Source: an optimization exercise on an open RTL-to-GDS flow (aim: small area). Production flows keep margins and buffers that such runs may drop. RTL that was checked went through simulation tests only; none was proved equivalent to the original. For run 7, only the layout was checked, not whether the RTL still works. No activity file was given, so power comes from the tool's default toggle rates.

### design/flow/config.mk
export PLATFORM = sky130hd
export DESIGN_NAME = double_ended_queue_unit
export DESIGN_NICKNAME = double_ended_queue_unit
export VERILOG_FILES = /design/flow/design.v
export SDC_FILE = /design/flow/constraint.sdc
export NUM_CORES = 4
export LEC_CHECK = 0
export CAP_MARGIN = 20
export CORE_MARGIN = 2
export CORE_UTILIZATION = 40
export CTS_BUF_LIST = sky130_fd_sc_hd__clkbuf_16
export CTS_CLUSTER_DIAMETER = 60
export CTS_CLUSTER_SIZE = 36
export SLEW_MARGIN = 20
### design/flow/constraint.sdc
create_clock -name core_clock -period 5.0 [get_ports {clk}]
set_input_delay 1.0000 -clock core_clock [delete_from_list [all_inputs] [get_ports {clk}]]
set_output_delay 1.0000 -clock core_clock [all_outputs]
set_load 0.01 [all_outputs]
### design/flow/run.sh
#!/bin/bash
# synth_recipe.tcl (not shown) runs the flow's synth.tcl, then flattens the netlist and writes it again
# the make line also repeats each setting of config.mk as NAME=value (left out here)
make -C /OpenROAD-flow-scripts/flow DESIGN_CONFIG=/design/flow/config.mk WORK_HOME=/design/flow/orfs CLKGATE_MAP_FILE= SYNTH_SCRIPT=/design/flow/synth_recipe.tcl finish
### design/flow/design.v
package deq_pkg;
  localparam int WORD_W  = 32;
  localparam int COUNT_W = 5;
  localparam logic [WORD_W-1:0] WORD_NONE = '1;
  typedef enum logic [2:0] {
    KIND_PUSH_FRONT = 3'd0,
    KIND_PUSH_BACK  = 3'd1,
    KIND_POP_FRONT  = 3'd2,
    KIND_POP_BACK   = 3'd3,
    KIND_CLEAR      = 3'd4,
    KIND_REVERSE    = 3'd5
  } deq_kind_t;
  typedef enum logic {
    ST_IDLE,
    ST_FILL
  } deq_state_t;
  typedef struct packed {
    logic                push_dropped;
    logic                is_empty;
    logic [COUNT_W-1:0]  entry_count;
    logic [WORD_W-1:0]   back_value;
    logic [WORD_W-1:0]   front_value;
    logic                popped_ok;
    logic [WORD_W-1:0]   popped_value;
  } deq_res_t;
endpackage
module deq_store #(
  parameter int DEPTH = 16
) (
  input  logic                       clk,
  input  logic                       wr_now,
  input  logic [deq_pkg::WORD_W-1:0] wr_data,
  output logic [deq_pkg::WORD_W-1:0] tap
);
  localparam int W = deq_pkg::WORD_W;
  logic [DEPTH*W-1:0] ring;
  assign tap = wr_now ? wr_data : ring[DEPTH*W-1 -: W];
  always_ff @(posedge clk) begin
    ring <= {ring[(DEPTH-1)*W-1:0], tap};
  end
endmodule
module deq_ctrl #(
  parameter int AW = 4,
  parameter int CW = 5
) (
  input  logic          clk,
  input  logic          rst_n,
  input  logic [2:0]    kind,
  input  logic          accept,
  output logic          last,          
  output logic [CW-1:0] count,
  output logic          do_pop,
  output logic          dropped,
  output logic          none_after,    
  output logic          w_hit,         
  output logic          p_hit,         
  output logic          f_hit,         
  output logic          b_hit          
);
  localparam logic [AW-1:0] ONE = 1;
  localparam logic [AW-1:0] MINUS_TWO = {AW{1'b1}} - 1'b1;
  logic [AW-1:0] off_r, off_nxt;
  logic [CW-1:0] cnt_r, cnt_nxt;
  logic          rev_r, rev_nxt;
  logic [AW-1:0] e;                    
  logic          is_push, is_pop, is_clr, is_rev, low_side, full, empty, do_push;
  logic          d_m1, d_0, d_p1, e_0, e_m1, e_m2, lo_hit, hi_hit;
  assign is_push  = (kind[2:1] == 2'b00);
  assign is_pop   = (kind[2:1] == 2'b01);
  assign is_clr   = (kind == 3'd4);
  assign is_rev   = (kind == 3'd5);
  assign low_side = ~(kind[0] ^ rev_r);
  assign full     = cnt_r[CW-1];
  assign empty    = (cnt_r == '0);
  assign do_push  = is_push & ~full;
  assign do_pop   = is_pop & ~empty;
  assign dropped  = is_push & full;
  assign e    = off_r - cnt_r[AW-1:0];
  assign d_m1 = (off_r == '1);
  assign d_0  = (off_r == '0);
  assign d_p1 = (off_r == ONE);
  assign e_0  = (e == '0);
  assign e_m1 = (e == '1);
  assign e_m2 = (e == MINUS_TWO);
  assign last = d_m1;
  always_comb begin
    cnt_nxt = cnt_r;
    off_nxt = off_r + 1'b1;
    lo_hit  = d_0;
    hi_hit  = e_m1;
    w_hit   = 1'b0;
    p_hit   = 1'b0;
    if (do_push) begin
      cnt_nxt = cnt_r + 1'b1;
      if (low_side) begin
        off_nxt = off_r + 2'd2;
        lo_hit  = d_m1;
        w_hit   = d_m1;
      end else begin
        hi_hit  = e_0;
        w_hit   = e_0;
      end
    end else if (do_pop) begin
      cnt_nxt = cnt_r - 1'b1;
      if (low_side) begin
        off_nxt = off_r;
        lo_hit  = d_p1;
        p_hit   = d_0;
      end else begin
        hi_hit  = e_m2;
        p_hit   = e_m1;
      end
    end else if (is_clr) begin
      cnt_nxt = '0;
    end
  end
  assign rev_nxt    = rev_r ^ is_rev;
  assign none_after = (cnt_nxt == '0);
  assign f_hit      = rev_nxt ? hi_hit : lo_hit;
  assign b_hit      = rev_nxt ? lo_hit : hi_hit;
  assign count      = cnt_r;
  always_ff @(posedge clk) begin
    if (!rst_n) begin
      off_r <= '0;
      cnt_r <= '0;
      rev_r <= 1'b0;
    end else begin
      off_r <= accept ? off_nxt : off_r + 1'b1;
      if (accept) begin
        cnt_r <= cnt_nxt;
        rev_r <= rev_nxt;
      end
    end
  end
endmodule
module double_ended_queue_unit #(
  parameter int DEPTH = 16
) (
  input  logic         clk,
  input  logic         rst_n,
  input  logic         in_tvalid,
  output logic         in_tready,
  input  logic [39:0]  in_tdata,
  input  logic [2:0]   in_tuser,
  output logic         out_tvalid,
  input  logic         out_tready,
  output logic [103:0] out_tdata
);
  localparam int W  = deq_pkg::WORD_W;
  localparam int AW = $clog2(DEPTH);
  localparam int CW = $clog2(DEPTH + 1);
  logic          busy;
  logic          out_valid_r;
  logic          pok_r, drop_r;
  logic [W-1:0]  pop_r, front_r, back_r;
  logic          last, start, accept, wr_now, force_ones;
  logic [W-1:0]  tap, tap_or;
  logic [CW-1:0] count;
  logic          do_pop, dropped, none_after, w_hit, p_hit, f_hit, b_hit;
  assign start     = ~busy & last & in_tvalid & (~out_valid_r | out_tready);
  assign in_tready = busy & last;
  assign accept    = in_tvalid & in_tready;
  deq_ctrl #(
    .AW(AW),
    .CW(CW)
  ) u_ctrl (
    .clk       (clk),
    .rst_n     (rst_n),
    .kind      (in_tuser),
    .accept    (accept),
    .last      (last),
    .count     (count),
    .do_pop    (do_pop),
    .dropped   (dropped),
    .none_after(none_after),
    .w_hit     (w_hit),
    .p_hit     (p_hit),
    .f_hit     (f_hit),
    .b_hit     (b_hit)
  );
  assign wr_now = busy & w_hit;
  deq_store #(
    .DEPTH(DEPTH)
  ) u_store (
    .clk    (clk),
    .wr_now (wr_now),
    .wr_data(in_tdata[W-1:0]),
    .tap    (tap)
  );
  assign force_ones = start;
  assign tap_or     = tap | {W{force_ones}};
  always_ff @(posedge clk) begin
    if (!rst_n) begin
      busy        <= 1'b0;
      out_valid_r <= 1'b0;
    end else begin
      busy        <= busy ? ~last : start;
      out_valid_r <= accept | (out_valid_r & ~out_tready);
    end
  end
  always_ff @(posedge clk) begin
    if (accept) begin
      pok_r  <= do_pop;
      drop_r <= dropped;
    end
    if (force_ones ? ~do_pop : (busy & p_hit)) begin
      pop_r <= tap_or;
    end
    if (force_ones ? none_after : (busy & ~none_after & f_hit)) begin
      front_r <= tap_or;
    end
    if (force_ones ? none_after : (busy & ~none_after & b_hit)) begin
      back_r <= tap_or;
    end
  end
  assign out_tvalid = out_valid_r;
  assign out_tdata  = {drop_r, (count == '0), count, back_r, front_r, pok_r, pop_r};
endmodule
==> results.txt, run 1 <==
H-tree levels=2; vias=6978; global placement routability congestion=0.808; clock-pin slew on the worst setup and hold paths=100 ps; vias in the first global route=6857; clock sink count=622; DR pass1 iterations=4; Wirelength per Cell=14.9 um; Num CTS Buffers=37; Detail Route Antenna Nets=0; syn avg cell area=approximately 17 um^2; initial core utilization=40.5%; Final setup viols=0; Slew Viols, Final=0; Synthesized Nets=967; Synth area leader=dfxtp_1; Final Hold Fails=0; # rows=a little over 70; Peak supply drop=0.258 mV; Worst Path Required=between 5000 and 6000 ps; Seq cells post-synth=622; setup bufs post-CTS=0; core area=roughly 38000 um^2; Syn Std Cell Area=15200 um^2; hold crit path type=flop to flop; CP max FO=13; grt ovf=0; Worst setup EP type=flop; Detailed Route WL=~24 mm; CP startpoint kind=input port; CTS tree=yes; Pwr Density=around 460 nW/um^2; antenna violations before repair=0; Post-DP HPWL=14.8 mm; critical path class=input port to flop; Residual DRC=0; io pins=153; layout cell share with drive strength beyond 1=7.62%; Max-slew headroom=between 40 and 50%; top cells by count, synth=dfxtp_1 (524), edfxtp_1 (98), o211ai_1 (66); f_max=264 MHz; Worst EP arrival=4010 ps; Cells after Synth=910; ant diodes=0; clk root buf=clkbuf_16; most common cell in the netlist=dfxtp_1; Worst Max-Slew Pin Slew=758 ps; post-synth top area share=68.9%; CTS Buffer Depth=3; pin count of the biggest net entering global routing=35; unrepaired setup endpoints after global routing=false; fin crit share=75.8%; hold buffers post-CTS=0; P_leak=0.00727 uW; Die Y=roughly 200 um; sequential area share after synthesis=88.2%; TNS Setup=0 ps; max-cap violations=0; FILL cells=3127; first-pass GRT wire length=about 38 mm; Die W=~200 um; die area=39700 um^2; Worst path slowest cell=o31ai_4; crit-path cells=clkdlybuf4s50_1, or3_1, o21ai_2, mux2i_1, or4_1, o21ai_0, o31ai_4, buf_4; Post-synth EDFFs=98; post-cts sizing count=0; Syn. warnings=3; Synth area leaders=dfxtp_1 (69%), edfxtp_1 (19%), o211ai_1 (3.3%); vias per cell=4.33; run status=no timing/DRC/antenna violations; total track usage=12.4%; clock latency (worst-skew pair)=roughly 540 ps; final worst path period need=3790 ps; DR iter-0 viols=381; Final #Nets=1133; Top FF cell, synth=dfxtp_1; area delta synth->final=22.9%; FFs w/ async S/R, synth=0%; Clock Skews=between 20 and 30 ps; Port Buf Inserts=144; Cell variety after synth=56; max incr delay on CP=760 ps; Util after Layout=49.8%; Reg2Reg Setup Slack=1350 ps
## where the power goes
group,leakage (uW),total [uW],switching (uW),internal (uW)
clock,0.000679,3470,1790,1670
sequential,0.00527,5080,9.93,5070
combinational,0.00132,125,67.3,58.0
total,0.00727,8680,1870,6810
## state kept, by name, indices dropped and copies added (netlist names)
name	count
busy	1
front_r	32
pok_r	1
out_valid_r	1
u_ctrl.rev_r	1
pop_r	32
u_ctrl.off_r	4
u_store.ring	512
back_r	32
u_ctrl.cnt_r	5
drop_r	1
## final timing paths
path / depth (start not counted) / startpoint / endpoint
worst min register to register: 0 / u_store.ring[94] / u_store.ring[126]
worst min-delay path: 0 / u_store.ring[94] / u_store.ring[126]
worst max-delay path: 8 / in_tuser[1] / front_r[20]
worst max register to register: 10 / u_ctrl.cnt_r[1] / front_r[20]
## final cells by class
type / instances / area, um^2 / area share [%]
tap: 511 / 639 / 3.42
timing repair buffer: 157 / 1550 / 8.29
sequential: 622 / 13400 / 71.8
clock inverter: 26 / 424 / 2.27
multi-input combinational: 216 / 1540 / 8.22
inverter: 42 / 158 / 0.842
clock buffer: 39 / 976 / 5.21
## cell usage in the layout, fill, tap and decap left out, drive strengths merged, types with 4 or more instances in the layout
| master | n |
|---|---|
| dfxtp | 524 |
| clkdlybuf4s50 | 144 |
| edfxtp | 98 |
| o211ai | 66 |
| inv | 54 |
| clkbuf | 39 |
| o21ai | 37 |
| nand2 | 17 |
| buf | 13 |
| clkinv | 12 |
| ha | 9 |
| nor2 | 8 |
| a21boi | 6 |
| nand3 | 6 |
| xnor2 | 5 |
| and2 | 5 |
| or3 | 4 |
| a21oi | 4 |
## per-layer routing
| metal | vias up | track usage [%] | part of all wire [%] |
|---|---|---|---|
| li1 | 3402 | - | - |
| met1 | 3392 | 17.4 | 48 |
| met2 | 145 | 19.6 | 46 |
| met3 | 39 | 2.38 | 4.4 |
| met4 | 0 | 3.59 | 2.0 |
| met5 | - | 0 | 0 |
## metrics by stage
stage	instances	hold slack (ps)	setup slack (ps)	power (uW)	cell area (um^2)
2_1_floorplan	910	310	938	5260	15200
3_3_place_gp	1548	310	712	5320	17300
3_5_place_dp	1548	312	588	5330	17300
4_1_cts	1613	317	1160	8790	18700
5_1_grt	1613	312	1010	9010	18700
6_report	1613	315	1210	8680	18700
## cell families after synthesis
group	after synthesis	share of synthesized area (%)
AO/OA/AOI/OAI	137	6.19
XOR/XNOR	8	0.460
adder cells (fa/ha/maj)	10	0.871
buffers and inverters	72	2.06
flip-flops	622	88.2
multiplexers	1	0.0657
AND/OR/NAND/NOR	60	2.15
## worst max-delay path: cells and delay by family
| family | cells | cell delay [ps] |
|---|---|---|
| compound gates | 3 | 1140 |
| buf+inv | 2 | 890 |
| simple gates | 2 | 700 |
| mux | 1 | 270 |
==> inputs of run 2 (changes only) <==
--- a/design/flow/config.mk
+++ b/design/flow/config.mk
@@ -8,7 +8,7 @@
 export CAP_MARGIN = 20
 export CORE_MARGIN = 2
 export CORE_UTILIZATION = 40
-export CTS_BUF_LIST = sky130_fd_sc_hd__clkbuf_16
+export CTS_BUF_LIST = sky130_fd_sc_hd__clkbuf_8
 export CTS_CLUSTER_DIAMETER = 60
-export CTS_CLUSTER_SIZE = 36
+export CTS_CLUSTER_SIZE = 20
 export SLEW_MARGIN = 20
==> results.txt, run 2 <==
unrepaired setup endpoints after global routing=false (unchanged); final worst path period need=3760 ps (was 3790 ps); vias=6931 (was 6978); Worst setup EP type=flop (unchanged); Pwr Density=424 nW/um^2 (was 464 nW/um^2); sequential area share after synthesis=88.2% (unchanged); layout cell share with drive strength beyond 1=6.91% (was 7.62%); Residual DRC=0 (unchanged); Clock power frac=32.2% (was 40.0%); initial core utilization=40.5% (unchanged); vias in the first global route=6885 (was 6857); area delta synth->final=19.0% (was 22.9%); Die W=199 um (unchanged); Seq cells post-synth=622 (unchanged); Syn. warnings=3 (unchanged); Port Buf Inserts=144 (unchanged); most common cell in the netlist=dfxtp_1 (unchanged); FFs w/ async S/R, synth=0% (unchanged); Synth area leader=dfxtp_1 (unchanged); setup bufs post-CTS=0 (unchanged); Worst Max-Slew Pin Slew=773 ps (was 758 ps); Max-slew headroom=48.5% (was 49.5%); most common cell after layout, fill and taps aside=dfxtp_1 (unchanged); f_max=266 MHz (was 264 MHz); P_int=6120 uW (was 6810 uW); die area=39700 um^2 (unchanged); NetSw=1580 uW (was 1870 uW); Post-DP HPWL=14.8 mm (unchanged); ant diodes=0 (unchanged); logic gate share of total power=1.6% (was 1.4%); clock latency (worst-skew pair)=580 ps (was 540 ps); first-pass GRT wire length=37.9 mm (was 37.7 mm); Post-synth EDFFs=98 (unchanged); Largest Register=u_store.ring (unchanged); # rows=71 (unchanged); clock sink count=622 (unchanged); Peak supply drop=0.208 mV (was 0.258 mV); Die Y=199 um (unchanged); Synth area leaders=dfxtp_1 (69%), edfxtp_1 (19%), o211ai_1 (3.3%) (unchanged); global placement routability congestion=0.808 (unchanged); Worst Path Required=5280 ps (was 5220 ps); total track usage=12.5% (was 12.4%); max incr delay on CP=770 ps (was 760 ps); hold crit path type=flop to flop (unchanged); CP startpoint kind=input port (unchanged); Tot Pwr=7690 uW (was 8680 uW); Detail Route Antenna Nets=0 (unchanged); DR iter-0 viols=317 (was 381); P_leak=0.00703 uW (was 0.00727 uW); max reg flops=512 (unchanged); grt ovf=0 (unchanged); Sw Ratio=20.5% (was 21.6%); vias per cell=4.30 (was 4.33); antenna violations before repair=0 (unchanged); Worst EP arrival=4040 ps (was 4010 ps); syn avg cell area=16.7 um^2 (unchanged); post-synth top area share=68.9% (unchanged); core area=37600 um^2 (unchanged); Synthesized Nets=967 (unchanged); CTS Buffer Depth=3 (unchanged); fin crit share=75.2% (was 75.8%); CP max FO=13 (unchanged); DR pass1 iterations=4 (unchanged); Num CTS Buffers=41 (was 37); Slew Viols, Final=0 (unchanged); Cell variety after synth=56 (unchanged); pin count of the biggest net entering global routing=35 (unchanged); Worst path slowest cell=o31ai_4 (unchanged); clock-pin slew on the worst setup and hold paths=110 ps (was 100 ps); hold buffers post-CTS=0 (unchanged); top cells by count, synth=dfxtp_1 (524), edfxtp_1 (98), o211ai_1 (66) (unchanged); H-tree levels=2 (unchanged); clk root buf=clkbuf_8 (was clkbuf_16); post-cts sizing count=0 (unchanged); io pins=153 (unchanged); Final setup viols=0 (unchanged); TNS Setup=0 ps (unchanged); crit-path cells=clkdlybuf4s50_1, or3_1, o21ai_2, mux2i_1, or4_1, o21ai_0, o31ai_4, buf_4 (unchanged); critical path class=input port to flop (unchanged); Cells after Synth=910 (unchanged); most frequent cells in the layout=dfxtp_1 (524), clkdlybuf4s50_1 (144), edfxtp_1 (98), o211ai_1 (66), inv_1 (49) (was dfxtp_1 (524), clkdlybuf4s50_1 (144), edfxtp_1 (98), o211ai_1 (66), inv_1 (42)); Syn Std Cell Area=15200 um^2 (unchanged); CTS tree=yes (unchanged); max-cap violations=0 (unchanged); Detailed Route WL=24.4 mm (was 24.1 mm); Wirelength per Cell=15.1 um (was 14.9 um); Final #Nets=1137 (was 1133); Top FF cell, synth=dfxtp_1 (unchanged); share of power burned in registers=66.1% (was 58.6%); Final Hold Fails=0 (unchanged); Clock Skews=31.7 ps (was 26.1 ps); run status=no timing/DRC/antenna violations (unchanged)
-- run 2: cell counts after synthesis --
No cell type changed its count.
-- run 2: worst paths after layout --
kind,start,end,slack (ps),depth (start not counted)
worst max-delay path,in_tuser[1],back_r[10],1240,8
worst min-delay path,u_store.ring[309],u_store.ring[341],310,0
worst max register to register,u_ctrl.cnt_r[1],back_r[10],1320,10
worst min register to register,u_store.ring[309],u_store.ring[341],310,0
-- run 2: metal layers --
layer | track usage [%] | wire (um)
met1 | 17.5 | 11800
met2 | 19.5 | 11100
met3 | 2.70 | 920
met4 | 4.17 | 534
met5 | 0 | 0
-- run 2: cell type report --
type	instances	area (um^2)
Tap cell	511	639
Clock buffer	42	578
Inverter	42	158
Clock inverter	21	224
Multi-Input combinational cell	216	1540
Timing Repair Buffer	157	1550
Sequential cell	622	13400
Fill cell	3188	19500
-- run 2: cell families (layout without fill, tap and decap cells) --
group,count (synthesis),in the layout,synth area share [%]
flops,622,622,88.2
compound gates,137,137,6.19
buf+inv,72,262,2.06
simple gates,60,60,2.15
fa+ha+maj,10,10,0.871
xor+xnor,8,8,0.460
mux,1,1,0.0657
-- run 2: through the flow --
stage | setup slack (ps) | area (um^2) | hold slack (ps) | std cells | utilization, %
2_1_floorplan | 938 | 15200 | 310 | 910 | -
3_3_place_gp | 712 | 17300 | 310 | 1548 | 46.1
3_5_place_dp | 588 | 17300 | 312 | 1548 | 46.1
4_1_cts | 1240 | 18100 | 312 | 1611 | 48.2
5_1_grt | 1100 | 18100 | 316 | 1611 | 48.2
6_report | 1240 | 18100 | 314 | 1611 | 48.2
-- run 2: worst max-delay path: cells and delay by family --
family                 cells  cell delay [ps]
buffers and inverters      2              900
muxes                      1              270
and+or+nand+nor            2              720
AOI/OAI and AO/OA          3             1160
-- run 2: power groups by stage --
stage	Combinational (uW)	Clock [uW]	Sequential, uW
floorplan	64.9	0	5200
finish	126	2480	5090
global route	140	2780	5090
global placement	123	0	5200
CTS	126	2580	5090
detailed placement	126	0	5200
==> inputs of run 3 (changes only) <==
==> design/flow/flow/run.sh (new file) <==
#!/bin/bash
# Standard layout, with the port buffers made of the smallest buffer cell.
set -euo pipefail
export BUFFER_PORTS_ARGS="-buffer_cell sky130_fd_sc_hd__buf_1"
bash standard.sh > flow.log 2>&1
==> design/flow/standard.sh (new file) <==
#!/bin/bash
# synth_recipe.tcl (not shown) runs the flow's synth.tcl, then flattens the netlist and writes it again
# the make line also repeats each setting of config.mk as NAME=value (left out here)
make -C /OpenROAD-flow-scripts/flow DESIGN_CONFIG=/design/flow/config.mk WORK_HOME=/design/flow/orfs CLKGATE_MAP_FILE= SYNTH_SCRIPT=/design/flow/synth_recipe.tcl "${@:-finish}"
--- a/design/flow/config.mk
+++ b/design/flow/config.mk
@@ -8,7 +8,7 @@
 export CAP_MARGIN = 20
 export CORE_MARGIN = 2
 export CORE_UTILIZATION = 40
-export CTS_BUF_LIST = sky130_fd_sc_hd__clkbuf_8
-export CTS_CLUSTER_DIAMETER = 60
-export CTS_CLUSTER_SIZE = 20
+export CTS_BUF_LIST = sky130_fd_sc_hd__clkbuf_16
+export CTS_CLUSTER_DIAMETER = 80
+export CTS_CLUSTER_SIZE = 30
 export SLEW_MARGIN = 20
removed: design/flow/run.sh
==> results.txt, run 3 <==
run status=no timing/DRC/antenna violations (unchanged); Pwr Density=449 nW/um^2 (was 424 nW/um^2); Worst Max-Slew Pin Slew=872 ps (was 773 ps); clk root buf=clkbuf_16 (was clkbuf_8); global placement routability congestion=0.819 (was 0.808); most frequent cells in the layout=dfxtp_1 (524), buf_1 (144), edfxtp_1 (98), o211ai_1 (66), inv_1 (50) (was dfxtp_1 (524), clkdlybuf4s50_1 (144), edfxtp_1 (98), o211ai_1 (66), inv_1 (49)); vias=6859 (was 6931); Wirelength per Cell=14.9 um (was 15.1 um); pin count of the biggest net entering global routing=33 (was 35); CTS Buffer Depth=3 (unchanged); Clock Skews=20.9 ps (was 31.7 ps); io pins=153 (unchanged); unrepaired setup endpoints after global routing=false (unchanged); hold buffers post-CTS=0 (unchanged); Cells after Synth=910 (unchanged); most common cell in the netlist=dfxtp_1 (unchanged); Cell variety after synth=56 (unchanged); vias in the first global route=6621 (was 6885); Worst setup EP type=flop (unchanged); # rows=71 (unchanged); worst setup path start=u_ctrl.cnt_r[1] (was in_tuser[1]); Critical R2R Capture=back_r[18] (was back_r[10]); TNS Setup=0 ps (unchanged); Synthesized Nets=967 (unchanged); max incr delay on CP=580 ps (was 770 ps); total track usage=11.9% (was 12.5%); Synth area leaders=dfxtp_1 (69%), edfxtp_1 (19%), o211ai_1 (3.3%) (unchanged); Die W=199 um (unchanged); Syn Std Cell Area=15200 um^2 (unchanged); hold crit path type=flop to flop (unchanged); Residual DRC=0 (unchanged); vias per cell=4.31 (was 4.30); P_leak=0.00666 uW (was 0.00703 uW); met1 wire length=11.3 mm (was 11.8 mm); first-pass GRT wire length=36.2 mm (was 37.9 mm); Detail Route Antenna Nets=0 (unchanged); critical path class=flop to flop (was input port to flop); hold_sp=u_store.ring[386] (was u_store.ring[309]); Max-slew headroom=41.4% (was 48.5%); Post-DP HPWL=14.7 mm (was 14.8 mm); Peak supply drop=0.185 mV (was 0.208 mV); die area=39700 um^2 (unchanged); clock-pin slew on the worst setup and hold paths=110 ps (about the same); H-tree levels=1 (was 2); Final Hold Fails=0 (unchanged); Port Buf Inserts=144 (unchanged); Final Cell Area=17200 um^2 (was 18100 um^2); met3 WL=1.05 mm (was 920 um); max reg flops=512 (unchanged); post-synth top area share=68.9% (unchanged); Synth area leader=dfxtp_1 (unchanged); DR pass1 iterations=4 (unchanged); Worst EP arrival=4010 ps (was 4040 ps); Crit Reg-Reg Startpoint=u_ctrl.cnt_r[1] (unchanged); Reg2Reg Setup Slack=1300 ps (was 1320 ps); CP startpoint kind=flop (was input port); Detailed Route WL=23.7 mm (was 24.4 mm); CP max FO=13 (unchanged); Die Y=199 um (unchanged); most common cell after layout, fill and taps aside=dfxtp_1 (unchanged); placed cell count=1546 (was 1548); area delta synth->final=13.1% (was 19.0%); clock sink count=622 (unchanged); Hold Slack=322 ps (was 314 ps); top cells by count, synth=dfxtp_1 (524), edfxtp_1 (98), o211ai_1 (66) (unchanged); FFs w/ async S/R, synth=0% (unchanged); Top FF cell, synth=dfxtp_1 (unchanged); layout cell share with drive strength beyond 1=5.00% (was 6.91%); Num CTS Buffers=26 (was 41); crit-path cells=inv_1, ha_1, or4b_4, inv_2, o21ai_2, mux2i_1, or4_1, o21ai_0, o31ai_4, buf_4 (was clkdlybuf4s50_1, or3_1, o21ai_2, mux2i_1, or4_1, o21ai_0, o31ai_4, buf_4); Slew Viols, Final=0 (unchanged); Finished Layout Cells=1592 (was 1611); Syn. warnings=3 (unchanged); initial core utilization=40.5% (unchanged); CP endpoint=back_r[18] (was back_r[10]); fin crit share=73.9% (was 75.2%); Worst path slowest cell=o21ai_0 (was o31ai_4); Reg2Reg Depth=10 (unchanged); max-cap violations=0 (unchanged); clock latency (worst-skew pair)=570 ps (was 580 ps); Final #Nets=1120 (was 1137); Post-synth EDFFs=98 (unchanged); placed cell area=16400 um^2 (was 17300 um^2); Top Metal Used=met4 (unchanged); Final setup viols=0 (unchanged); CTS tree=yes (unchanged); DR iter-0 viols=391 (was 317); met2 WL=10.8 mm (was 11.1 mm); setup bufs post-CTS=0 (unchanged); sequential area share after synthesis=88.2% (unchanged); post-cts sizing count=0 (unchanged); grt ovf=0 (unchanged); Largest Register=u_store.ring (unchanged); Worst Path Required=5310 ps (was 5280 ps); f_max=271 MHz (was 266 MHz); core area=37600 um^2 (unchanged); final worst path period need=3700 ps (was 3760 ps); Seq cells post-synth=622 (unchanged); antenna violations before repair=1 (was 0); syn avg cell area=16.7 um^2 (unchanged)
run 3: cell count changes in the layout (fill, tap and decap cells not counted), moves of 3 or more:
cell,delta
clkbuf_16,+27
inv_12,-3
clkdlybuf4s50_1,-144
buf_1,+144
clkbuf_8,-42
run 3: how the worst min path moves through the flow:
stage	endpoint	slack, ps	cells past startpoint
floorplan	u_store.ring[100]	310	0
global placement	u_store.ring[292]	310	0
detailed placement	u_store.ring[395]	310	0
CTS	u_store.ring[290]	320	0
global route	u_store.ring[201]	320	0
finish	u_store.ring[418]	320	0
run 3: worst max-delay path, delay by kind of cell, from the launching register on:
kind | cells | cell delay, ps
compound gates | 3 | 990
buf+inv | 3 | 610
mux | 1 | 160
fa+ha+maj | 1 | 230
simple gates | 2 | 1030
flops | 1 | 410
run 3: cells by family (layout without fill, tap and decap cells):
logic type / after synthesis / count (layout) / synth area share [%]
compound gates: 137 / 137 / 6.19
mux: 1 / 1 / 0.0657
simple gates: 60 / 60 / 2.15
flops: 622 / 622 / 88.2
xor+xnor: 8 / 8 / 0.460
other cells: 0 / 2 / 0
fa+ha+maj: 10 / 10 / 0.871
buf+inv: 72 / 241 / 2.06
run 3: stage by stage:
stage | power (uW) | setup slack (ps) | util (%)
final | 7730 | 1300 | 45.8
after global placement | 5300 | 909 | 43.7
after CTS | 7840 | 1330 | 45.8
after global routing | 8030 | 1020 | 45.8
after floorplan | 5260 | 938 | -
after detailed placement | 5310 | 826 | 43.7
run 3: final cells by class:
cell class	count	area [um^2]
multi-input combinational	216	1540
timing repair buffer	155	636
clock inverter	17	141
sequential	622	13400
tap	511	639
clock buffer	27	676
fill	3313	20400
inverter	42	158
antenna	2	5.00
run 3: metal layers:
metal  vias up  track usage, %
met3        30            2.11
met2       140            18.4
met1      3316            16.7
met5         -               0
li1       3373               -
met4         0            4.15
run 3: where the power goes:
group	internal (uW)	switching, uW
clock	1070	1460
combinational	38.2	67.1
sequential	5080	9.94
total	6190	1540
==> inputs of run 4 (changes only) <==
--- a/design/flow/config.mk
+++ b/design/flow/config.mk
@@ -9,6 +9,6 @@
 export CORE_MARGIN = 2
 export CORE_UTILIZATION = 40
 export CTS_BUF_LIST = sky130_fd_sc_hd__clkbuf_16
-export CTS_CLUSTER_DIAMETER = 80
-export CTS_CLUSTER_SIZE = 30
+export CTS_CLUSTER_DIAMETER = 90
+export CTS_CLUSTER_SIZE = 36
 export SLEW_MARGIN = 20
==> results.txt, run 4 <==
run status=no timing/DRC/antenna violations (unchanged); Cells after Synth=910 (unchanged); Buf/Inv on CP=3 (unchanged); CTS tree=yes (unchanged); Wirelength per Cell=14.8 um (was 14.9 um); most common cell in the netlist=dfxtp_1 (unchanged); syn avg cell area=16.7 um^2 (unchanged); final worst path period need=3690 ps (was 3700 ps); hold crit path type=flop to flop (unchanged); sequential area share after synthesis=88.2% (unchanged); vias per cell=4.31 (about the same); Multi-input gate area=1540 um^2 (unchanged); # rows=71 (unchanged); layout cell share with drive strength beyond 1=4.40% (was 5.00%); Synth area leaders=dfxtp_1 (69%), edfxtp_1 (19%), o211ai_1 (3.3%) (unchanged); Num CTS Buffers=22 (was 26); Post-synth EDFFs=98 (unchanged); Die W=199 um (unchanged); DR pass1 iterations=4 (unchanged); DR iter-0 viols=377 (was 391); Syn. warnings=3 (unchanged); global placement routability congestion=0.819 (unchanged); Max-slew headroom=41.7% (was 41.4%); FFs w/ async S/R, synth=0% (unchanged); Worst Max-Slew Pin Slew=868 ps (was 872 ps); max incr delay on CP=580 ps (about the same); CTS Buffer Depth=3 (unchanged); Syn Std Cell Area=15200 um^2 (unchanged); unrepaired setup endpoints after global routing=false (unchanged); clock sink count=622 (unchanged); Synthesized Nets=967 (unchanged); vias=6826 (was 6859); io pins=153 (unchanged); Largest Register=u_store.ring (unchanged); CP top delay family=simple AND/OR/NAND/NOR gates (unchanged); Pwr Density=438 nW/um^2 (was 449 nW/um^2); antenna violations before repair=1 (unchanged); initial core utilization=40.5% (unchanged); most frequent cells in the layout=dfxtp_1 (524), buf_1 (144), edfxtp_1 (98), o211ai_1 (66), inv_1 (47) (was dfxtp_1 (524), buf_1 (144), edfxtp_1 (98), o211ai_1 (66), inv_1 (50)); top cells by count, synth=dfxtp_1 (524), edfxtp_1 (98), o211ai_1 (66) (unchanged); pre-CTS setup slack=826 ps (unchanged); core area=37600 um^2 (unchanged); clock-pin slew on the worst setup and hold paths=120 ps (was 110 ps); Synth area leader=dfxtp_1 (unchanged); crit-path cells=inv_1, ha_1, or4b_4, inv_2, o21ai_2, mux2i_1, or4_1, o21ai_0, o31ai_4, buf_4 (unchanged); Hold Slack=306 ps (was 322 ps); Worst setup EP type=flop (unchanged); Residual DRC=0 (unchanged); Worst Path Required=5300 ps (was 5310 ps); max reg flops=512 (unchanged); area delta synth->final=12.3% (was 13.1%); Final Hold Fails=0 (unchanged); clock latency (worst-skew pair)=550 ps (was 570 ps); clk root buf=clkbuf_16 (unchanged); Final #Nets=1116 (was 1120); Worst path slowest cell=o21ai_0 (unchanged); Final setup viols=0 (unchanged); Post-DP HPWL=14.7 mm (unchanged); Peak supply drop=0.253 mV (was 0.185 mV); post-synth top area share=68.9% (unchanged); first-pass GRT wire length=35.8 mm (was 36.2 mm); f_max=271 MHz (about the same); die area=39700 um^2 (unchanged); hold buffers post-CTS=0 (unchanged); register area=13400 um^2 (unchanged); Util after Layout=45.5% (was 45.8%); CP max FO=13 (unchanged); fin crit share=73.8% (was 73.9%); max-cap violations=0 (unchanged); setup bufs post-CTS=0 (unchanged); P_leak=0.00658 uW (was 0.00666 uW); placed cell count=1546 (unchanged); Top FF cell, synth=dfxtp_1 (unchanged); critical path class=flop to flop (unchanged); pin count of the biggest net entering global routing=38 (was 33); fin worst setup slack=1310 ps (was 1300 ps); Port Buf Inserts=144 (unchanged); total track usage=11.7% (was 11.9%); FILL cells=3341 (was 3313); post-cts sizing count=0 (unchanged); CP startpoint kind=flop (unchanged); vias in the first global route=6539 (was 6621); H-tree levels=1 (unchanged); Slew Viols, Final=0 (unchanged); Cell variety after synth=56 (unchanged); Clock Skews=27.4 ps (was 20.9 ps); TNS Setup=0 ps (unchanged); Reg2Reg Setup Slack=1310 ps (was 1300 ps); Worst EP arrival=3990 ps (was 4010 ps); Seq cells post-synth=622 (unchanged); Detail Route Antenna Nets=0 (unchanged); most common cell after layout, fill and taps aside=dfxtp_1 (unchanged); Detailed Route WL=23.4 mm (was 23.7 mm); Finished Layout Cells=1582 (was 1592); Die Y=199 um (unchanged); grt ovf=0 (unchanged)
-- run 4: path summary, 6_finish.rpt --
| path | cells past startpoint | endpoint | from |
|---|---|---|---|
| hold reg to reg | 0 | u_store.ring[294] | u_store.ring[262] |
| hold / removal | 0 | u_store.ring[294] | u_store.ring[262] |
| setup reg to reg | 10 | back_r[14] | u_ctrl.cnt_r[1] |
| setup / recovery | 10 | back_r[14] | u_ctrl.cnt_r[1] |
-- run 4: report_power, final --
part	switching [uW]	internal (uW)
logic	66.4	38.4
clock network	1400	906
registers	9.78	5080
total	1470	6020
-- run 4: metrics by stage --
stage,cell area [um^2],total power [uW]
floorplan,15200,5260
global placement,16400,5300
detailed placement,16400,5310
CTS,17100,7610
global route,17100,7790
finish,17100,7490
-- run 4: area by class of cell --
| type | count | share of cell area, % |
|---|---|---|
| antenna | 2 | 0.0293 |
| clock buffer | 24 | 3.51 |
| clock inverter | 10 | 0.520 |
| inverter | 42 | 0.922 |
| multi-input combinational | 216 | 9.00 |
| sequential | 622 | 78.6 |
| tap | 511 | 3.74 |
| timing repair buffer | 155 | 3.72 |
-- run 4: kinds of logic (layout without fill, tap and decap cells) --
group / count (synthesis) / in the layout / synth area share, %
compound gates: 137 / 137 / 6.19
xor+xnor: 8 / 8 / 0.460
fa+ha+maj: 10 / 10 / 0.871
buf+inv: 72 / 231 / 2.06
flops: 622 / 622 / 88.2
mux: 1 / 1 / 0.0657
other cells: 0 / 2 / 0
simple gates: 60 / 60 / 2.15
-- run 4: per-layer routing --
layer / vias up / global-route usage (%) / share of wire, %
met4: 0 / 3.26 / 1.9
met2: 134 / 18.4 / 46
met3: 29 / 2.11 / 4.2
met1: 3303 / 16.5 / 48
met5: - / 0 / 0
li1: 3360 / - / -
==> inputs of run 5 (changes only) <==
--- a/design/flow/config.mk
+++ b/design/flow/config.mk
@@ -7,8 +7,9 @@
 export LEC_CHECK = 0
 export CAP_MARGIN = 20
 export CORE_MARGIN = 2
-export CORE_UTILIZATION = 40
+export CORE_UTILIZATION = 55
 export CTS_BUF_LIST = sky130_fd_sc_hd__clkbuf_16
 export CTS_CLUSTER_DIAMETER = 90
 export CTS_CLUSTER_SIZE = 36
+export PLACE_DENSITY = 0.7
 export SLEW_MARGIN = 20
==> results.txt, run 5 <==
Reg2Reg Setup Slack=1020 ps (was 1310 ps); top cells by count, synth=dfxtp_1 (524), edfxtp_1 (98), o211ai_1 (66) (unchanged); Synth area leader=dfxtp_1 (unchanged); area delta synth->final=10.4% (was 12.3%); # rows=60 (was 71); WHS Endpoint=u_store.ring[291] (was u_store.ring[294]); Final Cell Area=16800 um^2 (was 17100 um^2); Cells after Synth=910 (unchanged); Max-slew headroom=35.1% (was 41.7%); run status=no timing/DRC/antenna violations (unchanged); Worst Path Required=5250 ps (was 5300 ps); Die W=170 um (was 199 um); post-synth top area share=68.9% (unchanged); Detail Route Antenna Nets=0 (unchanged); Reg2Reg Depth=9 (was 10); placed cell count=1407 (was 1546); fin crit share=79.6% (was 73.8%); TNS Setup=0 ps (unchanged); Port Buf Inserts=144 (unchanged); io pins=153 (unchanged); grt ovf=0 (unchanged); placed cell area=16200 um^2 (was 16400 um^2); FFs w/ async S/R, synth=0% (unchanged); Top FF cell, synth=dfxtp_1 (unchanged); clk root buf=clkbuf_16 (unchanged); initial core utilization=56.2% (was 40.5%); global placement routability congestion=0.822 (was 0.819); Worst Max-Slew Pin Slew=974 ps (was 868 ps); final worst path period need=3980 ps (was 3690 ps); f_max=251 MHz (was 271 MHz); clock sink count=622 (unchanged); DR iter-0 viols=360 (was 377); clock-pin slew on the worst setup and hold paths=120 ps (about the same); Cell variety after synth=56 (unchanged); Num CTS Buffers=21 (was 22); Finished Layout Cells=1441 (was 1582); Die Y=170 um (was 199 um); DR pass1 iterations=4 (unchanged); CTS Buffer Depth=3 (unchanged); ant diodes=0 (was 2); Synthesized Nets=967 (unchanged); core area=27100 um^2 (was 37600 um^2); Syn. warnings=3 (unchanged); total track usage=14.9% (was 11.7%); pin count of the biggest net entering global routing=38 (unchanged); CP startpoint kind=flop (unchanged); sequential area share after synthesis=88.2% (unchanged); Final setup viols=0 (unchanged); Slew Viols, Final=0 (unchanged); CP max FO=16 (was 13); vias=6771 (was 6826); Crit Reg-Reg Startpoint=u_ctrl.cnt_r[0] (was u_ctrl.cnt_r[1]); GR Layer Usage met1=21.6% (was 16.5%); M3 GR Usage=2.00% (was 2.11%); die area=29000 um^2 (was 39700 um^2); hold_sp=u_store.ring[259] (was u_store.ring[262]); hold buffers post-CTS=0 (unchanged); Worst EP arrival=4230 ps (was 3990 ps); Largest Register=u_store.ring (unchanged); max-cap violations=0 (unchanged); unrepaired setup endpoints after global routing=false (unchanged); Seq cells post-synth=622 (unchanged); setup bufs post-CTS=0 (unchanged); depth of the worst hold-timing path=0 (unchanged); most common cell after layout, fill and taps aside=dfxtp_1 (unchanged); Final Hold Fails=0 (unchanged); Peak supply drop=0.340 mV (was 0.253 mV); post-cts sizing count=0 (unchanged); layout cell share with drive strength beyond 1=4.02% (was 4.40%); most common cell in the netlist=dfxtp_1 (unchanged); GRT met2 Usage=23.6% (was 18.4%); Clock Skews=20.7 ps (was 27.4 ps); max reg flops=512 (unchanged); Critical R2R Capture=back_r[1] (was back_r[14]); vias per cell=4.70 (was 4.31); CTS tree=yes (unchanged); Synth area leaders=dfxtp_1 (69%), edfxtp_1 (19%), o211ai_1 (3.3%) (unchanged); antenna violations before repair=0 (was 1); busiest grt layer=met2 (unchanged); Final #Nets=1115 (was 1116); Worst setup EP type=flop (unchanged); Post-synth EDFFs=98 (unchanged); hold crit path type=flop to flop (unchanged); first-pass GRT wire length=33.2 mm (was 35.8 mm); syn avg cell area=16.7 um^2 (unchanged); most frequent cells in the layout=dfxtp_1 (524), buf_1 (144), edfxtp_1 (98), o211ai_1 (66), inv_1 (51) (was dfxtp_1 (524), buf_1 (144), edfxtp_1 (98), o211ai_1 (66), inv_1 (47)); Pwr Density=436 nW/um^2 (was 438 nW/um^2); H-tree levels=1 (unchanged); vias in the first global route=6361 (was 6539); Wirelength per Cell=15.2 um (was 14.8 um); critical path class=flop to flop (unchanged); Syn Std Cell Area=15200 um^2 (unchanged); Detailed Route WL=21.9 mm (was 23.4 mm); clock latency (worst-skew pair)=540 ps (was 550 ps); P_leak=0.00655 uW (was 0.00658 uW); Post-DP HPWL=13.9 mm (was 14.7 mm); Residual DRC=0 (unchanged)
## run 5: cell counts after synthesis
Identical to the previous run, type by type.
## run 5: metrics by stage
step / util (%) / power, uW / hold WS [ps] / worst slack [ps]
2_1_floorplan: - / 5260 / 310 / 938
3_3_place_gp: 59.8 / 5300 / 310 / 942
3_5_place_dp: 59.8 / 5300 / 312 / 864
4_1_cts: 62.0 / 7400 / 332 / 1010
5_1_grt: 62.0 / 7570 / 329 / 797
6_report: 62.0 / 7330 / 327 / 1020
## run 5: metal layers
metal | routed length, um | vias up
met5 | 0 | -
met4 | 451 | 0
met3 | 711 | 33
met2 | 9890 | 120
met1 | 10800 | 3269
li1 | - | 3349
## run 5: report_power, final
| group | switching [uW] | internal [uW] |
|---|---|---|
| Clock | 1340 | 795 |
| Combinational | 65.0 | 38.7 |
| Sequential | 10.4 | 5080 |
| Total | 1410 | 5910 |
## run 5: logic make-up (layout without fill, tap and decap cells)
| kind of cell | after synthesis | in the layout | synth area share [%] |
|---|---|---|---|
| DFF | 622 | 622 | 88.2 |
| AOI/OAI and AO/OA | 137 | 137 | 6.19 |
| buffers and inverters | 72 | 231 | 2.06 |
| and+or+nand+nor | 60 | 60 | 2.15 |
| adders and majority gates | 10 | 10 | 0.871 |
| xor gates and xnor gates | 8 | 8 | 0.460 |
| muxes | 1 | 1 | 0.0657 |
## run 5: cell type report
class	count	area (um^2)
timing repair buffer	155	623
sequential	622	13400
multi-input combinational	216	1540
fill	1996	10300
clock buffer	21	526
clock inverter	13	70.1
tap	372	465
inverter	42	158
## run 5: how the worst max path moves through the flow
stage          depth (start not counted)    endpoint            start
6_report                               9   back_r[1]  u_ctrl.cnt_r[0]
5_1_grt                                9   back_r[9]  u_ctrl.cnt_r[0]
4_1_cts                                9   back_r[0]  u_ctrl.cnt_r[0]
3_5_place_dp                           7   back_r[8]      in_tuser[0]
3_3_place_gp                           7   back_r[8]      in_tuser[0]
2_1_floorplan                          8  front_r[0]  u_ctrl.cnt_r[0]
## run 5: worst max-delay path: stages (launching register included)
cell,delay (ps)
dfxtp_1,550
ha_1,230
inv_1,50
fa_1,380
xor2_1,160
or4b_1,520
a21oi_4,420
a221oi_1,240
o31ai_4,750
buf_4,350
==> inputs of run 6 (changes only) <==
==> design/flow/config.mk (replaced) <==
export PLATFORM = sky130hd
export DESIGN_NAME = double_ended_queue_unit
export DESIGN_NICKNAME = double_ended_queue_unit
export VERILOG_FILES = /design/flow/design.v
export SDC_FILE = /design/flow/constraint.sdc
export NUM_CORES = 4
export LEC_CHECK = 0
export CAP_MARGIN = 20
export CORE_MARGIN = 2
export CORE_UTILIZATION = 40
export CTS_BUF_LIST = sky130_fd_sc_hd__clkbuf_8
export CTS_CLUSTER_DIAMETER = 60
export CTS_CLUSTER_SIZE = 20
export SLEW_MARGIN = 20
==> results.txt, run 6 <==
die area=39700 um^2 (was 29000 um^2); vias in the first global route=6723 (was 6361); Reg2Reg Setup Slack=1300 ps (was 1020 ps); Final Cell Area=17300 um^2 (was 16800 um^2); clock sink count=622 (unchanged); Cells after Synth=910 (unchanged); top cells by count, synth=dfxtp_1 (524), edfxtp_1 (98), o211ai_1 (66) (unchanged); first-pass GRT wire length=36.5 mm (was 33.2 mm); clock-pin slew on the worst setup and hold paths=110 ps (was 120 ps); Slew Viols, Final=0 (unchanged); Syn. warnings=3 (unchanged); Synthesized Nets=967 (unchanged); Largest Register=u_store.ring (unchanged); Seq cells post-synth=622 (unchanged); critical path class=flop to flop (unchanged); vias per cell=4.28 (was 4.70); Pwr Density=446 nW/um^2 (was 436 nW/um^2); # rows=71 (was 60); Post-synth EDFFs=98 (unchanged); DR pass1 iterations=4 (unchanged); Final Hold Fails=0 (unchanged); Crit Reg-Reg Startpoint=u_ctrl.cnt_r[1] (was u_ctrl.cnt_r[0]); final worst path period need=3700 ps (was 3980 ps); most common cell after layout, fill and taps aside=dfxtp_1 (unchanged); Synth area leaders=dfxtp_1 (69%), edfxtp_1 (19%), o211ai_1 (3.3%) (unchanged); Finished Layout Cells=1617 (was 1441); clock latency (worst-skew pair)=590 ps (was 540 ps); clk root buf=clkbuf_8 (was clkbuf_16); pin count of the biggest net entering global routing=33 (was 38); core area=37600 um^2 (was 27100 um^2); Worst Path Required=5340 ps (was 5250 ps); io pins=153 (unchanged); hold crit path type=flop to flop (unchanged); max-cap violations=0 (unchanged); Reg2Reg Depth=10 (was 9); P_leak=0.00670 uW (was 0.00655 uW); most frequent cells in the layout=dfxtp_1 (524), buf_1 (144), edfxtp_1 (98), o211ai_1 (66), inv_1 (51) (unchanged); grt ovf=0 (unchanged); Residual DRC=0 (unchanged); unrepaired setup endpoints after global routing=false (unchanged); setup bufs post-CTS=0 (unchanged); Clock Skews=25.9 ps (was 20.7 ps); placed cell count=1546 (was 1407); CTS Buffer Depth=3 (unchanged); Syn Std Cell Area=15200 um^2 (unchanged); Final setup viols=0 (unchanged); Port Buf Inserts=144 (unchanged); f_max=270 MHz (was 251 MHz); Synth area leader=dfxtp_1 (unchanged); Worst Max-Slew Pin Slew=859 ps (was 974 ps); CP max FO=13 (was 16); antenna violations before repair=1 (was 0); Worst EP arrival=4030 ps (was 4230 ps); vias=6916 (was 6771); Die Y=199 um (was 170 um); initial core utilization=40.5% (was 56.2%); hold_sp=u_store.ring[169] (was u_store.ring[259]); Top FF cell, synth=dfxtp_1 (unchanged); sequential area share after synthesis=88.2% (unchanged); max reg flops=512 (unchanged); worst setup path start=u_ctrl.cnt_r[1] (was u_ctrl.cnt_r[0]); Critical R2R Capture=back_r[17] (was back_r[1]); FFs w/ async S/R, synth=0% (unchanged); Max-slew headroom=42.3% (was 35.1%); Die W=199 um (was 170 um); placed cell area=16400 um^2 (was 16200 um^2); post-cts sizing count=0 (unchanged); hold buffers post-CTS=0 (unchanged); H-tree levels=2 (was 1); CP endpoint=back_r[17] (was back_r[1]); total track usage=12.1% (was 14.9%); global placement routability congestion=0.819 (was 0.822); Wirelength per Cell=14.8 um (was 15.2 um); area delta synth->final=13.3% (was 10.4%); Worst setup EP type=flop (unchanged); Detail Route Antenna Nets=0 (unchanged); fin worst setup slack=1300 ps (was 1020 ps); Detailed Route WL=23.9 mm (was 21.9 mm); Post-DP HPWL=14.7 mm (was 13.9 mm); syn avg cell area=16.7 um^2 (unchanged); Final #Nets=1136 (was 1115); Num CTS Buffers=42 (was 21); run status=no timing/DRC/antenna violations (unchanged); pre-CTS setup slack=826 ps (was 864 ps); TNS Setup=0 ps (unchanged); DR iter-0 viols=360 (unchanged); FILL cells=3320 (was 1996); Cell variety after synth=56 (unchanged); CTS tree=yes (unchanged); fin crit share=74.0% (was 79.6%); layout cell share with drive strength beyond 1=7.15% (was 4.02%); Peak supply drop=0.209 mV (was 0.340 mV); CP startpoint kind=flop (unchanged); most common cell in the netlist=dfxtp_1 (unchanged); post-synth top area share=68.9% (unchanged)
[run 6: cell counts after synthesis]
Identical to the previous run, type by type.
[run 6: critical path, stage by stage (launching register included)]
cell,delay [ps]
dfxtp_1,410
inv_1,200
ha_1,230
or4b_4,490
inv_2,120
o21ai_2,110
mux2i_1,160
or4_1,540
o21ai_0,570
o31ai_4,310
buf_4,300
[run 6: report_power, final]
group | internal, uW | switching (uW) | leakage [uW]
registers | 5080 | 10.1 | 0.00527
logic | 38.3 | 67.2 | 0.000947
clock network | 972 | 1530 | 0.000476
total | 6090 | 1610 | 0.00670
[run 6: routing by layer]
metal  vias up  track usage, %  share of wire [%]
met4         0            4.84                2.8
met1      3312            16.7                 47
met2       156            18.4                 45
met5         -               0                  0
li1       3407               -                  -
met3        41            2.73                4.9
[run 6: cells by family after synthesis]
family          Yosys count  share of synthesized area [%]
simple gates             60                           2.15
xor+xnor                  8                          0.460
buf+inv                  72                           2.06
fa+ha+maj                10                          0.871
compound gates          137                           6.19
flops                   622                           88.2
mux                       1                         0.0657
[run 6: how the worst min path moves through the flow]
| stage | end | slack [ps] | depth (start not counted) |
|---|---|---|---|
| after floorplan | u_store.ring[100] | 310 | 0 |
| after global placement | u_store.ring[292] | 310 | 0 |
| after detailed placement | u_store.ring[395] | 310 | 0 |
| after CTS | u_store.ring[201] | 310 | 0 |
| after global routing | u_store.ring[201] | 310 | 0 |
| final | u_store.ring[201] | 310 | 0 |
[run 6: cell type report]
type	count	area, um^2	share of cell area, %
diodes	1	2.50	0.0145
clock buffers	47	647	3.75
clock inverters	23	205	1.19
inverters	42	158	0.913
multi-input cells	216	1540	8.92
flip-flops and latches	622	13400	77.8
well taps	511	639	3.70
repair buffers	155	636	3.68
[run 6: per-stage QoR]
step / hold WS [ps] / util [%] / total power [uW]
5_1_grt: 307 / 45.9 / 8010
2_1_floorplan: 310 / - / 5260
6_report: 312 / 45.9 / 7700
3_5_place_dp: 312 / 43.7 / 5310
3_3_place_gp: 310 / 43.7 / 5300
4_1_cts: 312 / 45.9 / 7810
==> inputs of run 7 (changes only) <==
--- a/design/flow/design.v
+++ b/design/flow/design.v
@@ -48,6 +48,7 @@
   input  logic [2:0]    kind,
   input  logic          accept,
   output logic          last,          
+  output logic          ahead,         
   output logic [CW-1:0] count,
   output logic          do_pop,
   output logic          dropped,
@@ -57,9 +58,10 @@
   output logic          f_hit,         
   output logic          b_hit          
 );
-  localparam logic [AW-1:0] ONE = 1;
+  localparam logic [AW-1:0] ONE       = 1;
+  localparam logic [AW-1:0] MINUS_ONE = {AW{1'b1}};
   localparam logic [AW-1:0] MINUS_TWO = {AW{1'b1}} - 1'b1;
-  logic [AW-1:0] off_r, off_nxt;
+  logic [AW-1:0] off_r, off_nxt, nxt;
   logic [CW-1:0] cnt_r, cnt_nxt;
   logic          rev_r, rev_nxt;
   logic [AW-1:0] e;                    
@@ -75,17 +77,19 @@
   assign do_push  = is_push & ~full;
   assign do_pop   = is_pop & ~empty;
   assign dropped  = is_push & full;
-  assign e    = off_r - cnt_r[AW-1:0];
-  assign d_m1 = (off_r == '1);
-  assign d_0  = (off_r == '0);
-  assign d_p1 = (off_r == ONE);
-  assign e_0  = (e == '0);
-  assign e_m1 = (e == '1);
-  assign e_m2 = (e == MINUS_TWO);
-  assign last = d_m1;
+  assign nxt   = off_r + 1'b1;
+  assign e     = nxt - cnt_r[AW-1:0];
+  assign d_m1  = (nxt == MINUS_ONE);
+  assign d_0   = (nxt == '0);
+  assign d_p1  = (nxt == ONE);
+  assign e_0   = (e == '0);
+  assign e_m1  = (e == MINUS_ONE);
+  assign e_m2  = (e == MINUS_TWO);
+  assign last  = (off_r == MINUS_ONE);
+  assign ahead = d_m1;
   always_comb begin
     cnt_nxt = cnt_r;
-    off_nxt = off_r + 1'b1;
+    off_nxt = nxt;
     lo_hit  = d_0;
     hi_hit  = e_m1;
     w_hit   = 1'b0;
@@ -125,7 +129,7 @@
       cnt_r <= '0;
       rev_r <= 1'b0;
     end else begin
-      off_r <= accept ? off_nxt : off_r + 1'b1;
+      off_r <= accept ? off_nxt : nxt;
       if (accept) begin
         cnt_r <= cnt_nxt;
         rev_r <= rev_nxt;
@@ -149,17 +153,18 @@
   localparam int W  = deq_pkg::WORD_W;
   localparam int AW = $clog2(DEPTH);
   localparam int CW = $clog2(DEPTH + 1);
-  logic          busy;
+  logic          busy, force_r, wr_r, ldp_r, ldf_r, ldb_r;
   logic          out_valid_r;
   logic          pok_r, drop_r;
   logic [W-1:0]  pop_r, front_r, back_r;
-  logic          last, start, accept, wr_now, force_ones;
+  logic          last, ahead, begin_now, sweep_next, accept;
   logic [W-1:0]  tap, tap_or;
   logic [CW-1:0] count;
   logic          do_pop, dropped, none_after, w_hit, p_hit, f_hit, b_hit;
-  assign start     = ~busy & last & in_tvalid & (~out_valid_r | out_tready);
-  assign in_tready = busy & last;
-  assign accept    = in_tvalid & in_tready;
+  assign begin_now  = ~busy & ~force_r & ahead & in_tvalid & (~out_valid_r | out_tready);
+  assign sweep_next = force_r | (busy & ~last);
+  assign in_tready  = busy & last;
+  assign accept     = in_tvalid & in_tready;
   deq_ctrl #(
     .AW(AW),
     .CW(CW)
@@ -169,6 +174,7 @@
     .kind      (in_tuser),
     .accept    (accept),
     .last      (last),
+    .ahead     (ahead),
     .count     (count),
     .do_pop    (do_pop),
     .dropped   (dropped),
@@ -178,23 +184,31 @@
     .f_hit     (f_hit),
     .b_hit     (b_hit)
   );
-  assign wr_now = busy & w_hit;
   deq_store #(
     .DEPTH(DEPTH)
   ) u_store (
     .clk    (clk),
-    .wr_now (wr_now),
+    .wr_now (wr_r),
     .wr_data(in_tdata[W-1:0]),
     .tap    (tap)
   );
-  assign force_ones = start;
-  assign tap_or     = tap | {W{force_ones}};
+  assign tap_or = tap | {W{force_r}};
   always_ff @(posedge clk) begin
     if (!rst_n) begin
       busy        <= 1'b0;
+      force_r     <= 1'b0;
+      wr_r        <= 1'b0;
+      ldp_r       <= 1'b0;
+      ldf_r       <= 1'b0;
+      ldb_r       <= 1'b0;
       out_valid_r <= 1'b0;
     end else begin
-      busy        <= busy ? ~last : start;
+      busy        <= sweep_next;
+      force_r     <= begin_now;
+      wr_r        <= sweep_next & w_hit;
+      ldp_r       <= begin_now ? ~do_pop : (sweep_next & p_hit);
+      ldf_r       <= begin_now ? none_after : (sweep_next & ~none_after & f_hit);
+      ldb_r       <= begin_now ? none_after : (sweep_next & ~none_after & b_hit);
       out_valid_r <= accept | (out_valid_r & ~out_tready);
     end
   end
@@ -203,13 +217,13 @@
       pok_r  <= do_pop;
       drop_r <= dropped;
     end
-    if (force_ones ? ~do_pop : (busy & p_hit)) begin
+    if (ldp_r) begin
       pop_r <= tap_or;
     end
-    if (force_ones ? none_after : (busy & ~none_after & f_hit)) begin
+    if (ldf_r) begin
       front_r <= tap_or;
     end
-    if (force_ones ? none_after : (busy & ~none_after & b_hit)) begin
+    if (ldb_r) begin
       back_r <= tap_or;
     end
   end
--- a/design/flow/config.mk
+++ b/design/flow/config.mk
@@ -8,7 +8,7 @@
 export CAP_MARGIN = 20
 export CORE_MARGIN = 2
 export CORE_UTILIZATION = 40
-export CTS_BUF_LIST = sky130_fd_sc_hd__clkbuf_8
-export CTS_CLUSTER_DIAMETER = 60
-export CTS_CLUSTER_SIZE = 20
+export CTS_BUF_LIST = sky130_fd_sc_hd__clkbuf_16
+export CTS_CLUSTER_DIAMETER = 80
+export CTS_CLUSTER_SIZE = 30
 export SLEW_MARGIN = 20
==> results.txt, run 7 <==
syn avg cell area=17.7 um^2 (was 16.7 um^2); max-cap violations=0 (unchanged); fin crit share=62.9% (was 74.0%); critical path class=flop to primary output (was flop to flop); final worst path period need=3150 ps (was 3700 ps); grt ovf=0 (unchanged); CP top delay family=simple AND/OR/NAND/NOR gates (unchanged); Worst path slowest cell=or4b_4 (was o21ai_0); setup bufs post-CTS=0 (unchanged); Worst setup EP type=primary output (was flop); max incr delay on CP=510 ps (was 570 ps); Buf/Inv on CP=3 (unchanged); GRT met2 Usage=15.7% (was 18.4%); most common cell after layout, fill and taps aside=dfxtp_1 (unchanged); die area=39800 um^2 (was 39700 um^2); global placement routability congestion=0.804 (was 0.819); # rows=71 (unchanged); Multi-input gate area=1590 um^2 (was 1540 um^2); area delta synth->final=13.2% (was 13.3%); Detail Route Antenna Nets=0 (unchanged); M3 GR Usage=2.84% (was 2.73%); crit-path cells=inv_1, ha_1, or4b_4, clkinv_2, buf_1 (was inv_1, ha_1, or4b_4, inv_2, o21ai_2, mux2i_1, or4_1, o21ai_0, o31ai_4, buf_4); CP startpoint kind=flop (unchanged); Synth area leader=dfxtp_1 (unchanged); CP max FO=8 (was 13); core area=37700 um^2 (was 37600 um^2); Largest Register=u_store.ring (unchanged); vias=6412 (was 6916); Final setup viols=0 (unchanged); post-cts sizing count=0 (unchanged); Die W=199 um (about the same); vias per cell=4.13 (was 4.28); clock sink count=627 (was 622); Clock Skews=19.9 ps (was 25.9 ps); clk root buf=clkbuf_16 (was clkbuf_8); post-synth top area share=69.4% (was 68.9%); Wirelength per Cell=13.6 um (was 14.8 um); Peak supply drop=0.295 mV (was 0.209 mV); Num CTS Buffers=27 (was 42); busiest grt layer=met2 (unchanged); pin count of the biggest net entering global routing=33 (unchanged); top cells by count, synth=dfxtp_1 (529), edfxtp_1 (98), mux2_2 (32), or2_2 (32), nand2_1 (18) (was dfxtp_1 (524), edfxtp_1 (98), o211ai_1 (66)); Final #Nets=1081 (was 1136); TNS Setup=0 ps (unchanged); Residual DRC=0 (unchanged); Cell variety after synth=62 (was 56); Die Y=199 um (about the same); FILL cells=3281 (was 3320); first-pass GRT wire length=32.8 mm (was 36.5 mm); clock-pin slew on the worst setup and hold paths=110 ps (about the same); Worst EP arrival=2150 ps (was 4030 ps); run status=no timing/DRC/antenna violations (unchanged); vias in the first global route=6017 (was 6723); hold buffers post-CTS=0 (unchanged); Post-synth EDFFs=98 (unchanged); Worst Path Required=4000 ps (was 5340 ps); Max-slew headroom=28.6% (was 42.3%); Synth area leaders=dfxtp_1 (69%), edfxtp_1 (19%), mux2_2 (2.4%) (was dfxtp_1 (69%), edfxtp_1 (19%), o211ai_1 (3.3%)); Final Hold Fails=0 (unchanged); register area=13500 um^2 (was 13400 um^2); Top FF cell, synth=dfxtp_1 (unchanged); GR Layer Usage met1=15.5% (was 16.7%); Port Buf Inserts=144 (unchanged); sequential area share after synthesis=88.6% (was 88.2%); DR iter-0 viols=286 (was 360); Detailed Route WL=21.0 mm (was 23.9 mm); io pins=153 (unchanged); CTS tree=yes (unchanged); total track usage=10.6% (was 12.1%); CTS Buffer Depth=3 (unchanged); antenna violations before repair=2 (was 1); Pwr Density=454 nW/um^2 (was 446 nW/um^2); DR pass1 iterations=7 (was 4); Cells after Synth=864 (was 910); FFs w/ async S/R, synth=0% (unchanged); Synthesized Nets=923 (was 967); most frequent cells in the layout=dfxtp_1 (525), buf_1 (144), edfxtp_1 (98), mux2_2 (32), or2_2 (32) (was dfxtp_1 (524), buf_1 (144), edfxtp_1 (98), o211ai_1 (66), inv_1 (51)); Hold Slack=314 ps (was 312 ps); clock latency (worst-skew pair)=580 ps (was 590 ps); layout cell share with drive strength beyond 1=11.3% (was 7.15%); Post-DP HPWL=12.3 mm (was 14.7 mm); Seq cells post-synth=627 (was 622); Slew Viols, Final=0 (unchanged); max reg flops=512 (unchanged); P_leak=0.00668 uW (was 0.00670 uW); hold crit path type=flop to flop (unchanged); f_max=318 MHz (was 270 MHz); Syn. warnings=3 (unchanged); most common cell in the netlist=dfxtp_1 (unchanged); initial core utilization=40.5% (about the same); Worst Max-Slew Pin Slew=1070 ps (was 859 ps); Syn Std Cell Area=15300 um^2 (was 15200 um^2); H-tree levels=1 (was 2); unrepaired setup endpoints after global routing=false (unchanged)
==> run 7: changes by cell type after synthesis, moves of 7 or more <==
cell      before  now
inv_1         40   11
or2_2          0   32
o21ai_0       31    5
o211ai_1      66    1
mux2_2         0   32
nor3_1         3   10
==> run 7: area by class of cell <==
class	count	share of cell area, %
clock inverter	17	0.955
clock buffer	30	4.34
tap	511	3.70
antenna	1	0.0145
inverter	13	0.289
sequential	627	78.3
multi-input combinational	207	9.19
timing repair buffer	146	3.21
==> run 7: cells by family (layout without fill, tap and decap cells) <==
group / Yosys count / after routing / synth area share [%]
DFF: 627 / 627 / 88.6
and+or+nand+nor: 107 / 107 / 4.05
AOI/OAI and AO/OA: 45 / 45 / 2.29
muxes: 32 / 32 / 2.36
buffers and inverters: 30 / 206 / 0.967
adders and majority gates: 12 / 12 / 1.03
xor gates and xnor gates: 11 / 11 / 0.680
other: 0 / 1 / 0
==> run 7: where the power goes <==
part	switching, uW	total, uW	internal (uW)
logic	34.6	60.4	25.8
clock network	1490	2680	1180
registers	4.23	5110	5110
==> run 7: per-layer routing <==
layer	up-vias	routed length [um]
met5	-	0
met4	0	473
met3	28	1180
met2	127	8780
met1	3067	10600
li1	3190	-
==> run 7: worst paths after layout <==
| check | from | end | slack (ps) | cells past startpoint |
|---|---|---|---|---|
| max | u_ctrl.cnt_r[1] | out_tdata[102] | 1850 | 5 |
| min | u_store.ring[253] | u_store.ring[285] | 310 | 0 |
| max reg2reg | u_ctrl.off_r[1] | ldb_r | 2090 | 10 |
| min reg2reg | u_store.ring[253] | u_store.ring[285] | 310 | 0 |
==> run 7: metrics by stage <==
step	area, um^2	total power (uW)	utilization (%)	setup slack (ps)	instances
2_1_floorplan	15300	5260	-	2440	864
3_3_place_gp	16400	5280	43.5	1910	1504
3_5_place_dp	16400	5290	43.5	1860	1504
4_1_cts	17300	7960	45.9	1810	1551
5_1_grt	17300	8160	45.9	1720	1551
6_report	17300	7850	45.9	1850	1552

## port drivers added, routing unchanged
In the flow no input, the clock included, has a driving cell. The finished layouts below were timed again as built, in two steps. Step 1: set_driving_cell puts a clkbuf_16 on clk and a buf_2 on each other input, an assumption about the parent block. Step 2 moves the port delays by t, midway between the first and last clock arrival at a register: inputs arrive t later, outputs are due t later. That takes back most of the time a late clock gives input paths. Slacks: no drivers / after step 1 / after step 2; pairs: no drivers / after step 1.
run | t, ns | slack for setup (ns) | worst setup path at the end | worst data-port slew with drivers (ns) | cell pins on the clock port's net
run 1 | 0.574 | 1.211 / 1.238 / 0.665 | input to register | 0.08 | 1
run 2 | 0.611 | 1.238 / 1.259 / 0.647 | input to register | 0.09 | 1
run 3 | 0.610 | 1.303 / 1.303 / 0.849 | input to register | 0.11 | 1
run 4 | 0.585 | 1.310 / 1.310 / 0.871 | input to register | 0.11 | 1
run 5 | 0.583 | 1.022 / 1.022 / 0.843 | input to register | 0.08 | 1
run 6 | 0.620 | 1.301 / 1.301 / 0.858 | input to register | 0.11 | 1
run 7 | 0.622 | 1.855 / 1.802 / 1.740 | input to register | 0.06 | 1
After both steps setup and hold are still met in every run listed. The setup slack of run 2, which loses most, moves by +0.021 ns with the drivers and by -0.591 ns with both steps.
